Background: an optimization exercise with open tools, aiming at small area and a short achievable clock period. Do not read the settings as production practice. In this exercise RTL edits were held to simulation tests only and were not proved equivalent to the original.

==> run P <==
==> flow/design.v (excerpt) <==
module riscCore (
	input  wire        clk,
	input  wire        rst,
	input  wire        run,
	input  wire        prog_we,
	input  wire [5:0]  prog_addr,
	input  wire [31:0] prog_data,
	output wire [31:0] pc,
	output wire        store_valid,
	output wire [5:0]  store_addr,
	output wire [31:0] store_data
);
==> module riscCore, before the edit <==
module riscCore (
	input  wire        clk,
	input  wire        rst,
	input  wire        run,
	input  wire        prog_we,
	input  wire [5:0]  prog_addr,
	input  wire [31:0] prog_data,
	output wire [31:0] pc,
	output wire        store_valid,
	output wire [5:0]  store_addr,
	output wire [31:0] store_data
);
	corePkg::pword_t iw;           
	logic            iwSw;         
	corePkg::word_t  a, b;         
	corePkg::pword_t progWord, memWord, runWord, zeroWord, holdWord, nextWord;
	corePkg::word_t  result, loadData, aNext, bNext;
	logic [5:0]      seqIdx, tgtIdx, runIdx, memIdx;
	logic [7:0]      memAddr;
	logic [4:0]      rd, ra, rb;
	logic            taken, isSw, writes, regWe, holdHit, seqHit, tgtHit, runHit;
	assign isSw    = iwSw;
	assign writes  = (iw[23:22] == corePkg::M_ADDI) ||
	                 ((iw[23:22] == corePkg::M_OTHER) && (iw[21:20] != corePkg::S_SW));
	assign rd      = ((iw[23:22] == corePkg::M_OTHER) && (iw[21:20] == corePkg::S_R)) ? iw[14:10] : iw[9:5];
	assign regWe   = run && writes && (rd != 5'd0);
	assign memAddr = a[7:0] + iw[17:10];
	assign memIdx  = memAddr[7:2];
	assign store_valid = run && isSw;
	assign store_addr  = memIdx;
	assign store_data  = b;
	instrDecoder u_dec (.ins(prog_data), .pw(progWord));
	programCounter u_pc (
		.clk(clk), .rst(rst), .run(run), .taken(taken), .off(iw[21:10]),
		.pc(pc), .seqIdx(seqIdx), .tgtIdx(tgtIdx), .runIdx(runIdx)
	);
	instrMem u_imem (
		.clk(clk), .we(prog_we), .waddr(prog_addr), .wdata(progWord),
		.rIdx(runIdx), .rWord(memWord), .zeroWord(zeroWord)
	);
	aluUnit u_alu (
		.a(a), .b(b), .iw(iw), .loadData(loadData),
		.result(result), .taken(taken)
	);
	dataMem u_dmem (
		.clk(clk), .rst(rst), .we(run && isSw), .index(memIdx),
		.wdata(b), .rdata(loadData)
	);
	assign holdHit  = prog_we && (prog_addr == pc[7:2]);
	assign seqHit   = prog_we && (prog_addr == seqIdx);
	assign tgtHit   = prog_we && (prog_addr == tgtIdx);
	assign runHit   = taken ? tgtHit : seqHit;
	assign runWord  = runHit ? progWord : memWord;
	assign holdWord = holdHit ? progWord : iw;
	assign nextWord = rst ? zeroWord : (run ? runWord : holdWord);
	assign ra = run ? runWord[4:0] : holdWord[4:0];
	assign rb = run ? runWord[9:5] : holdWord[9:5];
	regFile u_regs (
		.clk(clk), .rst(rst), .we(regWe), .rd(rd), .wdata(result),
		.ra(ra), .rb(rb), .aNext(aNext), .bNext(bNext)
	);
	always_ff @(posedge clk) begin
		iw <= nextWord;
		iwSw <= (nextWord[23:22] == corePkg::M_OTHER) && (nextWord[21:20] == corePkg::S_SW);
		a  <= aNext;
		b  <= bNext;
	end
endmodule
==> flow/config.mk <==
export PLATFORM = sky130hd
export DESIGN_NAME = riscCore
export DESIGN_NICKNAME = riscCore
export VERILOG_FILES = /design/flow/design.v
export SDC_FILE = /design/flow/constraint.sdc
export NUM_CORES = 4
export LEC_CHECK = 0
export CAP_MARGIN = 20
export CORE_MARGIN = 2
export CORE_UTILIZATION = 30
export CTS_CLUSTER_DIAMETER = 60
export CTS_CLUSTER_SIZE = 20
export PLACE_DENSITY = 0.45
export SLEW_MARGIN = 20
==> flow/constraint.sdc <==
create_clock -name core_clock -period 16.0 [get_ports {clk}]
set_input_delay 3.2000 -clock core_clock [delete_from_list [all_inputs] [get_ports {clk}]]
set_output_delay 3.2000 -clock core_clock [all_outputs]
set_load 0.01 [all_outputs]
standard.sh (not shown) runs the stock make flow with config.mk's settings and CLKGATE_MAP_FILE= SYNTH_SCRIPT=/design/flow/synth_recipe.tcl, a recipe that flattens the netlist after the stock synthesis.
==> flow/flow/run.sh <==
#!/bin/bash
# The standard layout, with two changes to how it is made:
#  - ORFS's timing repair (floorplan, CTS and global-route steps) aims for a
#    setup slack margin of 9.05 ns at the design's clock, so that it works on
#    the paths down to about 6.95 ns;
#  - flow/fastroute.tcl sets the global router's layer capacities.
# make's full output goes to flow_make.log; ORFS keeps each step's log
# under orfs/logs/.
set -euo pipefail
bash standard.sh SETUP_SLACK_MARGIN=9.05 FASTROUTE_TCL="$PWD/flow/fastroute.tcl" finish > flow_make.log 2>&1
==> flow/flow/fastroute.tcl <==
# Global-routing layer capacities: met1 and met2, which the cells' pins and
# power rails crowd, get larger reductions than the platform's flat 0.2, so
# the global router sends more wiring to met3 and met4.
set_global_routing_layer_adjustment met1 0.6
set_global_routing_layer_adjustment met2 0.4
set_global_routing_layer_adjustment met3-met5 0.2

set_routing_layers -clock $::env(MIN_CLK_ROUTING_LAYER)-$::env(MAX_ROUTING_LAYER)
set_routing_layers -signal $::env(MIN_ROUTING_LAYER)-$::env(MAX_ROUTING_LAYER)
==> run M (differences from run P) <==
--- a/flow/design.v
+++ b/flow/design.v
@@ -1062,3 +1062,2 @@
 	corePkg::pword_t iw;           
-	logic            iwSw;         
 	corePkg::word_t  a, b;         
@@ -1070,3 +1069,3 @@
 	logic            taken, isSw, writes, regWe, holdHit, seqHit, tgtHit, runHit;
-	assign isSw    = iwSw;
+	assign isSw    = (iw[23:22] == corePkg::M_OTHER) && (iw[21:20] == corePkg::S_SW);
 	assign writes  = (iw[23:22] == corePkg::M_ADDI) ||
@@ -1112,3 +1111,2 @@
 		iw <= nextWord;
-		iwSw <= (nextWord[23:22] == corePkg::M_OTHER) && (nextWord[21:20] == corePkg::S_SW);
 		a  <= aNext;
==> flow/flow/run.sh (replaced) <==
#!/bin/bash
set -euo pipefail
bash standard.sh SETUP_SLACK_MARGIN=8.9 finish > flow_make.log 2>&1
CTS_CLUSTER_DIAMETER = not set   (was 60)
CTS_CLUSTER_SIZE = not set   (was 20)
removed: flow/flow/fastroute.tcl
==> results.toml <==
[logic_synthesis]
synth_adder_area_share_pct = 3.26
ys_types = 99
synth_area_per_cell_sq_um = 14.1
syn_inst = 14600
synthSimpleGateAreaFrac_pct = 7.39

[die]
die_y_microns = 833

[placement]
gp_congestion = 0.934

[status]
status = "complete, no violations"
-- figures above: run M

==> results.toml <==
[status]
status = "aborted with a tool error"
last-stage-reached = "5_1_grt"
tool.error = "[ERROR GRT-0232] Routing congestion too high. Check the congestion heatmap in the GUI."

[logic_synthesis]
ys_types = 96
synth_area_per_cell_sq_um = 14.0
synth_adder_area_share_pct = 3.25
synthSimpleGateAreaFrac_pct = 7.38
-- figures above: run P

-- re-timing with driven ports --
In the flow no input, the clock included, has a driving cell. The finished layout below was timed again as built, in two steps.
Step 1 (the two cells are an assumption about what drives the block):
set clk [get_ports {clk}]
set_driving_cell -lib_cell sky130_fd_sc_hd__clkbuf_16 $clk
set_driving_cell -lib_cell sky130_fd_sc_hd__buf_2 [delete_from_list [all_inputs] $clk]
Step 2 moves the port delays by t, midway between the first and last clock arrival at a register: inputs arrive t later, outputs are due t later. That takes back most of the time a late clock gives input paths.
a / b / c = ideal ports / drivers / drivers and shift; a / b = the first two.
run: run M
t (ns): 1.264
setup WS [ns]: 8.621 / 8.621 / 7.376
worst data-port slew with drivers (ns): 0.41
After both steps setup and hold are still met in run M. For run M, drivers alone change the setup slack by 0.000 ns; drivers and shift together by -1.245 ns.
